What follows belongs to an exercise in optimizing a design on an open flow for small area, a short achievable clock period and few clock cycles; a production flow would make more cautious choices. Where RTL was checked, it was by simulation tests only, not by an equivalence proof against the original. No activity file was given, so power comes from the tool's default toggle rates.

==> job 1119 <==
==> flow/design.v <==
`timescale 1ns/100ps
`default_nettype none
module operand_store (
	input  logic                        clk,
	input  logic                        rst,
	input  logic                        mat_we,
	input  logic                        vec_we,
	input  logic [2:0]                  wr_row,
	input  logic [2:0]                  wr_col,
	input  logic [8-1:0]      wr_data,
	input  logic                        start,     
	input  logic [3:0]                  start_n,   
	input  logic                        f_v,
	input  logic [2:0]                  f_row,
	input  logic                        f_half,
	output logic                        op_v,
	output logic                        op_h,
	output logic [2:0]                  op_row,
	output logic [4*8-1:0]    op_mat,    
	output logic [4*8-1:0]    op_vec     
);
	logic [8-1:0] mat [8*8];
	logic [8-1:0] vec [8];
	logic [8-1:0] vsnap [8];
	logic [8-1:0]  mrow_ok;
	logic                   vec_ok;
	always_ff @(posedge clk or negedge rst)
	begin
		if (!rst)
		begin
			mrow_ok <= '0;
			vec_ok  <= 1'b0;
		end
		else
		begin
			if (mat_we)
				mrow_ok[wr_row] <= 1'b1;
			if (vec_we)
				vec_ok <= 1'b1;
		end
	end
	always_ff @(posedge clk)
	begin
		for (int r = 0; r < 8; r++)
			for (int c = 0; c < 8; c++)
				if (mat_we && (wr_row == 3'(r)) && ((wr_col == 3'(c)) || !mrow_ok[r]))
					mat[r*8+c] <= (wr_col == 3'(c)) ? wr_data : '0;
		for (int c = 0; c < 8; c++)
			if (vec_we && ((wr_col == 3'(c)) || !vec_ok))
				vec[c] <= (wr_col == 3'(c)) ? wr_data : '0;
	end
	always_ff @(posedge clk)
	begin
		for (int c = 0; c < 8; c++)
			if (start)
				vsnap[c] <= (vec_ok && (4'(c) < start_n)) ? vec[c] : '0;
	end
	always_ff @(posedge clk or negedge rst)
	begin
		if (!rst)
			op_v <= 1'b0;
		else
			op_v <= f_v;
	end
	always_ff @(posedge clk)
	begin
		op_h   <= f_half;
		op_row <= f_row;
		for (int k = 0; k < 4; k++)
		begin
			op_mat[k*8 +: 8] <= mrow_ok[f_row] ? mat[{f_row, f_half, 2'(k)}] : '0;
			op_vec[k*8 +: 8] <= vsnap[{f_half, 2'(k)}];
		end
	end
endmodule
`default_nettype wire
`timescale 1ns/100ps
`default_nettype none
module mul_cs (
	input  logic [7:0]  a,
	input  logic [7:0]  b,
	output logic [15:0] s,
	output logic [15:0] c
);
	logic [7:0][15:0] pp;
	logic [5:0][15:0] l1;
	logic [3:0][15:0] l2;
	logic [2:0][15:0] l3;
	always_comb
	begin
		for (int i = 0; i < 8; i++)
			pp[i] = {8'd0, a & {8{b[i]}}} << i;
		l1[0] = pp[0] ^ pp[1] ^ pp[2];
		l1[1] = ((pp[0] & pp[1]) | (pp[0] & pp[2]) | (pp[1] & pp[2])) << 1;
		l1[2] = pp[3] ^ pp[4] ^ pp[5];
		l1[3] = ((pp[3] & pp[4]) | (pp[3] & pp[5]) | (pp[4] & pp[5])) << 1;
		l1[4] = pp[6];
		l1[5] = pp[7];
		l2[0] = l1[0] ^ l1[1] ^ l1[2];
		l2[1] = ((l1[0] & l1[1]) | (l1[0] & l1[2]) | (l1[1] & l1[2])) << 1;
		l2[2] = l1[3] ^ l1[4] ^ l1[5];
		l2[3] = ((l1[3] & l1[4]) | (l1[3] & l1[5]) | (l1[4] & l1[5])) << 1;
		l3[0] = l2[0] ^ l2[1] ^ l2[2];
		l3[1] = ((l2[0] & l2[1]) | (l2[0] & l2[2]) | (l2[1] & l2[2])) << 1;
		l3[2] = l2[3];
		s = l3[0] ^ l3[1] ^ l3[2];
		c = ((l3[0] & l3[1]) | (l3[0] & l3[2]) | (l3[1] & l3[2])) << 1;
	end
endmodule
module csa8 (
	input  logic [7:0][18-1:0] x,
	output logic [18-1:0] s,
	output logic [18-1:0] c
);
	logic [5:0][18-1:0] l1;
	logic [3:0][18-1:0] l2;
	logic [2:0][18-1:0] l3;
	always_comb
	begin
		l1[0] = x[0] ^ x[1] ^ x[2];
		l1[1] = ((x[0] & x[1]) | (x[0] & x[2]) | (x[1] & x[2])) << 1;
		l1[2] = x[3] ^ x[4] ^ x[5];
		l1[3] = ((x[3] & x[4]) | (x[3] & x[5]) | (x[4] & x[5])) << 1;
		l1[4] = x[6];
		l1[5] = x[7];
		l2[0] = l1[0] ^ l1[1] ^ l1[2];
		l2[1] = ((l1[0] & l1[1]) | (l1[0] & l1[2]) | (l1[1] & l1[2])) << 1;
		l2[2] = l1[3] ^ l1[4] ^ l1[5];
		l2[3] = ((l1[3] & l1[4]) | (l1[3] & l1[5]) | (l1[4] & l1[5])) << 1;
		l3[0] = l2[0] ^ l2[1] ^ l2[2];
		l3[1] = ((l2[0] & l2[1]) | (l2[0] & l2[2]) | (l2[1] & l2[2])) << 1;
		l3[2] = l2[3];
		s = l3[0] ^ l3[1] ^ l3[2];
		c = ((l3[0] & l3[1]) | (l3[0] & l3[2]) | (l3[1] & l3[2])) << 1;
	end
endmodule
module proc_element (
	input  logic                        clk,
	input  logic                        rst,
	input  logic                        flush,
	input  logic                        op_v,
	input  logic                        op_h,
	input  logic [2:0]                  op_row,
	input  logic [4*8-1:0]    op_mat,
	input  logic [4*8-1:0]    op_vec,
	output logic                        a_v,
	output logic                        a_h,
	output logic [2:0]                  a_row,
	output logic [20-1:0]       a_sum      
);
	logic [3:0][15:0]       ps;
	logic [3:0][15:0]       pc;
	logic [3:0][15:0]       ps_q;
	logic [3:0][15:0]       pc_q;
	logic                   v1, h1;
	logic [2:0]             row1;
	logic [7:0][18-1:0] x;
	logic [18-1:0] s2, c2;
	logic [18-1:0] s2_q, c2_q;
	logic [18-1:0] acc;
	for (genvar k = 0; k < 4; k++)
	begin : g_mul
		mul_cs u_mul (
			.a (op_mat[k*8 +: 8]),
			.b (op_vec[k*8 +: 8]),
			.s (ps[k]),
			.c (pc[k])
		);
	end
	always_ff @(posedge clk or negedge rst)
	begin
		if (!rst)
			v1 <= 1'b0;
		else
			v1 <= op_v & ~flush;
	end
	always_ff @(posedge clk)
	begin
		h1   <= op_h;
		row1 <= op_row;
		ps_q <= ps;
		pc_q <= pc;
	end
	always_comb
	begin
		for (int k = 0; k < 4; k++)
		begin
			x[2*k]   = 18'(ps_q[k]);
			x[2*k+1] = 18'(pc_q[k]);
		end
	end
	csa8 u_csa8 (.x(x), .s(s2), .c(c2));
	always_ff @(posedge clk or negedge rst)
	begin
		if (!rst)
			a_v <= 1'b0;
		else
			a_v <= v1 & ~flush;
	end
	always_ff @(posedge clk)
	begin
		a_h   <= h1;
		a_row <= row1;
		s2_q  <= s2;
		c2_q  <= c2;
	end
	assign a_sum = (a_h ? 20'(acc) : '0) + 20'(s2_q) + 20'(c2_q);
	always_ff @(posedge clk)
	begin
		if (a_v && !a_h)
			acc <= a_sum[18-1:0];
	end
endmodule
`default_nettype wire
`timescale 1ns/100ps
`default_nettype none
module seq_ctrl (
	input  logic                   clk,
	input  logic                   rst,
	input  logic                   cmd_req,
	input  logic [17-1:0]  cmd,
	input  logic                   a_v,
	input  logic                   a_h,
	input  logic [2:0]             a_row,
	input  logic                   o_free,    
	output logic                   cmd_ack,
	output logic                   mat_we,
	output logic                   vec_we,
	output logic [2:0]             wr_row,
	output logic [2:0]             wr_col,
	output logic [8-1:0] wr_data,
	output logic                   start,
	output logic [3:0]             start_n,
	output logic                   f_v,
	output logic [2:0]             f_row,
	output logic                   f_half,
	output logic                   flush,
	output logic                   commit
);
	logic [17-1:0] cq;       
	logic                  pend;     
	logic [1:0]            op;
	logic [3:0]            rn;
	logic                  run_ok;
	logic                  apply;
	logic                  mhaz;
	logic                  busy;     
	logic                  fa;       
	logic [2:0]            rf;       
	logic                  hf;       
	logic [2:0]            nm1;      
	logic [2:0]            rc;       
	logic                  fb;       
	assign op     = cq[16:15];
	assign rn     = cq[4:1];
	assign run_ok = (op == 2'd2) && (rn != 4'd0) && (rn <= 4'(8));
	assign wr_row  = cq[14:12];
	assign wr_col  = cq[11:9];
	assign wr_data = cq[8:1];
	assign fb    = ~fa | ({rf, hf} != {rc, 1'b0});
	assign mhaz  = busy && ({wr_row, wr_col[2]} >= {rc, fb});
	assign apply = pend && !((op == 2'd0) && mhaz) && !(run_ok && busy);
	assign mat_we  = apply && (op == 2'd0);
	assign vec_we  = apply && (op == 2'd1);
	assign start   = apply && run_ok;
	assign start_n = rn;
	assign commit = a_v & a_h & o_free;
	assign flush  = a_v & a_h & ~o_free;
	assign f_v    = fa & ~flush;
	assign f_row  = rf;
	assign f_half = hf;
	always_ff @(posedge clk)
	begin
		if (!pend)
			cq <= cmd;
	end
	always_ff @(posedge clk or negedge rst)
	begin
		if (!rst)
		begin
			cmd_ack <= 1'b0;
			pend    <= 1'b0;
		end
		else
		begin
			if (cmd_ack)
				cmd_ack <= cmd_req;
			else if (cmd_req && !pend)
				cmd_ack <= 1'b1;
			if (pend)
				pend <= !apply;
			else
				pend <= cmd_req && !cmd_ack;
		end
	end
	always_ff @(posedge clk or negedge rst)
	begin
		if (!rst)
		begin
			busy <= 1'b0;
			fa   <= 1'b0;
		end
		else
		begin
			if (start)
				busy <= 1'b1;
			else if (commit && (a_row == nm1))
				busy <= 1'b0;
			if (flush || start)
				fa <= 1'b1;
			else if (fa && hf && (rf == nm1))
				fa <= 1'b0;
		end
	end
	always_ff @(posedge clk)
	begin
		if (flush)
		begin
			rf <= a_row;    
			hf <= 1'b1;
		end
		else if (start)
		begin
			rf <= 3'd0;
			hf <= 1'b0;
		end
		else if (fa)
		begin
			hf <= ~hf;
			if (hf)
				rf <= rf + 3'd1;
		end
		if (start)
		begin
			nm1 <= 3'(rn - 4'd1);
			rc  <= 3'd0;
		end
		else if (commit)
			rc <= rc + 3'd1;
	end
endmodule
`default_nettype wire
`timescale 1ns/100ps
`default_nettype none
module result_buffer (
	input  logic                    clk,
	input  logic                    rst,
	input  logic                    commit,    
	input  logic [2:0]              row,
	input  logic [20-1:0]   value,
	input  logic                    res_ack,
	output logic                    o_free,
	output logic                    res_req,
	output logic [23-1:0]   res        
);
	logic held;    
	assign o_free = ~res_req & ~held;
	always_ff @(posedge clk or negedge rst)
	begin
		if (!rst)
		begin
			res_req <= 1'b0;
			held    <= 1'b0;
		end
		else
		begin
			if (res_req)
				res_req <= ~res_ack;
			else
				res_req <= ~res_ack & (held | commit);
			held <= ~res_req & res_ack & (held | commit);
		end
	end
	always_ff @(posedge clk)
	begin
		if (commit)
			res <= {row, value};
	end
endmodule
`default_nettype wire
`timescale 1ns/100ps
`default_nettype none
module mvm_top (
	input  logic                   clk,
	input  logic                   rst,
	input  logic                   cmd_req,
	input  logic [17-1:0]  cmd,      
	input  logic                   res_ack,
	output logic                   cmd_ack,
	output logic                   res_req,
	output logic [23-1:0]  res       
);
	logic                      mat_we;
	logic                      vec_we;
	logic [2:0]                wr_row;
	logic [2:0]                wr_col;
	logic [8-1:0]    wr_data;
	logic                      start;
	logic [3:0]                start_n;
	logic                      f_v;
	logic [2:0]                f_row;
	logic                      f_half;
	logic                      flush;
	logic                      commit;
	logic                      op_v;
	logic                      op_h;
	logic [2:0]                op_row;
	logic [4*8-1:0]  op_mat;
	logic [4*8-1:0]  op_vec;
	logic                      a_v;
	logic                      a_h;
	logic [2:0]                a_row;
	logic [20-1:0]     a_sum;
	logic                      o_free;
	seq_ctrl u_seq_ctrl (
		.clk     (clk),
		.rst     (rst),
		.cmd_req (cmd_req),
		.cmd     (cmd),
		.a_v     (a_v),
		.a_h     (a_h),
		.a_row   (a_row),
		.o_free  (o_free),
		.cmd_ack (cmd_ack),
		.mat_we  (mat_we),
		.vec_we  (vec_we),
		.wr_row  (wr_row),
		.wr_col  (wr_col),
		.wr_data (wr_data),
		.start   (start),
		.start_n (start_n),
		.f_v     (f_v),
		.f_row   (f_row),
		.f_half  (f_half),
		.flush   (flush),
		.commit  (commit)
	);
	operand_store u_operand_store (
		.clk     (clk),
		.rst     (rst),
		.mat_we  (mat_we),
		.vec_we  (vec_we),
		.wr_row  (wr_row),
		.wr_col  (wr_col),
		.wr_data (wr_data),
		.start   (start),
		.start_n (start_n),
		.f_v     (f_v),
		.f_row   (f_row),
		.f_half  (f_half),
		.op_v    (op_v),
		.op_h    (op_h),
		.op_row  (op_row),
		.op_mat  (op_mat),
		.op_vec  (op_vec)
	);
	proc_element u_proc_element (
		.clk    (clk),
		.rst    (rst),
		.flush  (flush),
		.op_v   (op_v),
		.op_h   (op_h),
		.op_row (op_row),
		.op_mat (op_mat),
		.op_vec (op_vec),
		.a_v    (a_v),
		.a_h    (a_h),
		.a_row  (a_row),
		.a_sum  (a_sum)
	);
	result_buffer u_result_buffer (
		.clk     (clk),
		.rst     (rst),
		.commit  (commit),
		.row     (a_row),
		.value   (a_sum),
		.res_ack (res_ack),
		.o_free  (o_free),
		.res_req (res_req),
		.res     (res)
	);
endmodule
`default_nettype wire
==> flow/run.sh <==
#!/bin/bash
# synth_recipe.tcl (not shown) runs the flow's synth.tcl, then flattens the netlist and writes it again
# the make line also repeats each setting of config.mk as NAME=value (left out here)
make -C /OpenROAD-flow-scripts/flow DESIGN_CONFIG=/design/flow/config.mk WORK_HOME=/design/flow/orfs CLKGATE_MAP_FILE= SYNTH_SCRIPT=/design/flow/synth_recipe.tcl finish
==> flow/config.mk <==
export PLATFORM = sky130hd
export DESIGN_NAME = mvm_top
export DESIGN_NICKNAME = mvm_top
export VERILOG_FILES = /design/flow/design.v
export SDC_FILE = /design/flow/constraint.sdc
export NUM_CORES = 4
export LEC_CHECK = 0
export ABC_CLOCK_PERIOD_IN_PS = 2500
export CAP_MARGIN = 20
export CORE_MARGIN = 2
export CORE_UTILIZATION = 40
export SETUP_SLACK_MARGIN = 3
export SLEW_MARGIN = 20
==> flow/constraint.sdc <==
create_clock -name core_clock -period 7.0 [get_ports {clk}]
set_input_delay 1.4000 -clock core_clock [delete_from_list [all_inputs] [get_ports {clk}]]
set_output_delay 1.4000 -clock core_clock [all_outputs]
set_load 0.01 [all_outputs]
==> job 7167: changes against job 1119 <==
--- a/flow/design.v
+++ b/flow/design.v
@@ -140,2 +140,3 @@
 	input  logic                        flush,
+	input  logic                        commit,
 	input  logic                        op_v,
@@ -206,7 +207,11 @@
 	end
-	assign a_sum = (a_h ? 20'(acc) : '0) + 20'(s2_q) + 20'(c2_q);
-	always_ff @(posedge clk)
+	assign a_sum = 20'(acc) + 20'(s2_q) + 20'(c2_q);
+	always_ff @(posedge clk or negedge rst)
 	begin
-		if (a_v && !a_h)
+		if (!rst)
+			acc <= '0;
+		else if (a_v && !a_h)
 			acc <= a_sum[18-1:0];
+		else if (commit)
+			acc <= '0;
 	end
@@ -253,2 +258,5 @@
 	logic                  fb;       
+	logic                  qv;       
+	logic [3:0]            qn;       
+	logic                  qgo;      
 	assign op     = cq[16:15];
@@ -261,7 +269,21 @@
 	assign mhaz  = busy && ({wr_row, wr_col[2]} >= {rc, fb});
-	assign apply = pend && !((op == 2'd0) && mhaz) && !(run_ok && busy);
-	assign mat_we  = apply && (op == 2'd0);
-	assign vec_we  = apply && (op == 2'd1);
-	assign start   = apply && run_ok;
-	assign start_n = rn;
+	assign qgo   = qv && !busy;
+	assign apply = pend && !((op == 2'd0) && (mhaz || qv))
+	                    && !((op == 2'd1) && qv && busy)
+	                    && !(run_ok && qv);
+	always_ff @(posedge clk or negedge rst)
+	begin
+		if (!rst)
+		begin
+			mat_we <= 1'b0;
+			vec_we <= 1'b0;
+		end
+		else
+		begin
+			mat_we <= apply && (op == 2'd0);
+			vec_we <= apply && (op == 2'd1);
+		end
+	end
+	assign start   = qgo || (apply && run_ok && !busy);
+	assign start_n = qv ? qn : rn;
 	assign commit = a_v & a_h & o_free;
@@ -301,2 +323,3 @@
 			fa   <= 1'b0;
+			qv   <= 1'b0;
 		end
@@ -304,2 +327,6 @@
 		begin
+			if (qgo)
+				qv <= 1'b0;
+			else if (apply && run_ok && busy)
+				qv <= 1'b1;
 			if (start)
@@ -332,5 +359,7 @@
 		end
+		if (!qv)
+			qn <= rn;
 		if (start)
 		begin
-			nm1 <= 3'(rn - 4'd1);
+			nm1 <= 3'(start_n - 4'd1);
 			rc  <= 3'd0;
@@ -460,2 +489,3 @@
 		.flush  (flush),
+		.commit (commit),
 		.op_v   (op_v),
--- a/flow/config.mk
+++ b/flow/config.mk
@@ -10,4 +10,4 @@
 export CORE_MARGIN = 2
-export CORE_UTILIZATION = 40
-export SETUP_SLACK_MARGIN = 3
+export CORE_UTILIZATION = 65
+export SETUP_SLACK_MARGIN = 4.5
 export SLEW_MARGIN = 20
==> job 9616: changes against job 1119 <==
--- a/flow/config.mk
+++ b/flow/config.mk
@@ -11,3 +11,3 @@
 export CORE_UTILIZATION = 40
-export SETUP_SLACK_MARGIN = 3
+export SETUP_SLACK_MARGIN = 4.5
 export SLEW_MARGIN = 20
==> results.txt <==
Flip-flop and latch count: job 1119 is lower than job 7167 (7). Cell area, lowest first: job 1119, job 7167, job 9616. The highest power belongs to job 9616, the lowest to job 1119. In job 7167 the via count is higher than in job 1119, by 2.2%. The highest worst setup slack belongs to job 9616, the lowest to job 1119. Cell count: job 9616 > job 1119 > job 7167. The highest combinational power belongs to job 9616, the lowest to job 1119. The highest core utilization belongs to job 7167, the lowest to job 1119.
Testbench counts of job 1119, summed over its fixed seeds: cycles 9,990.
Testbench counts of job 9616, summed over its fixed seeds: cycles 9,990.
The RTL of job 7167 was laid out without a check of its function.

## port drivers added, routing unchanged
In the flow no input, the clock included, has a driving cell. The finished layouts below were timed again as built, in two steps. Step 1 sets driving cells, clkbuf_16 on the clock port and buf_2 on the other inputs (assumed; they add their load-dependent delay and slew). Step 2 also shifts input and output timing later by t, the mid clock arrival at the registers, as if the neighbouring blocks saw the same clock. Slacks: no drivers / after step 1 / after step 2; pairs: no drivers / after step 1.
run | t, ns | setup slack, ns | hold slack, ns | latest minus earliest clock arrival (ns)
job 1119 | 0.732 | 2.884 / 2.884 / 2.884 | 0.326 / 0.326 / 0.326 | 0.041 / 0.041
job 7167 | 0.713 | 3.036 / 3.036 / 3.036 | 0.329 / 0.329 / 0.329 | 0.051 / 0.052
job 9616 | 0.748 | 3.850 / 3.850 / 3.850 | 0.327 / 0.327 / 0.327 | 0.064 / 0.063
After both steps setup and hold are still met in every run listed.
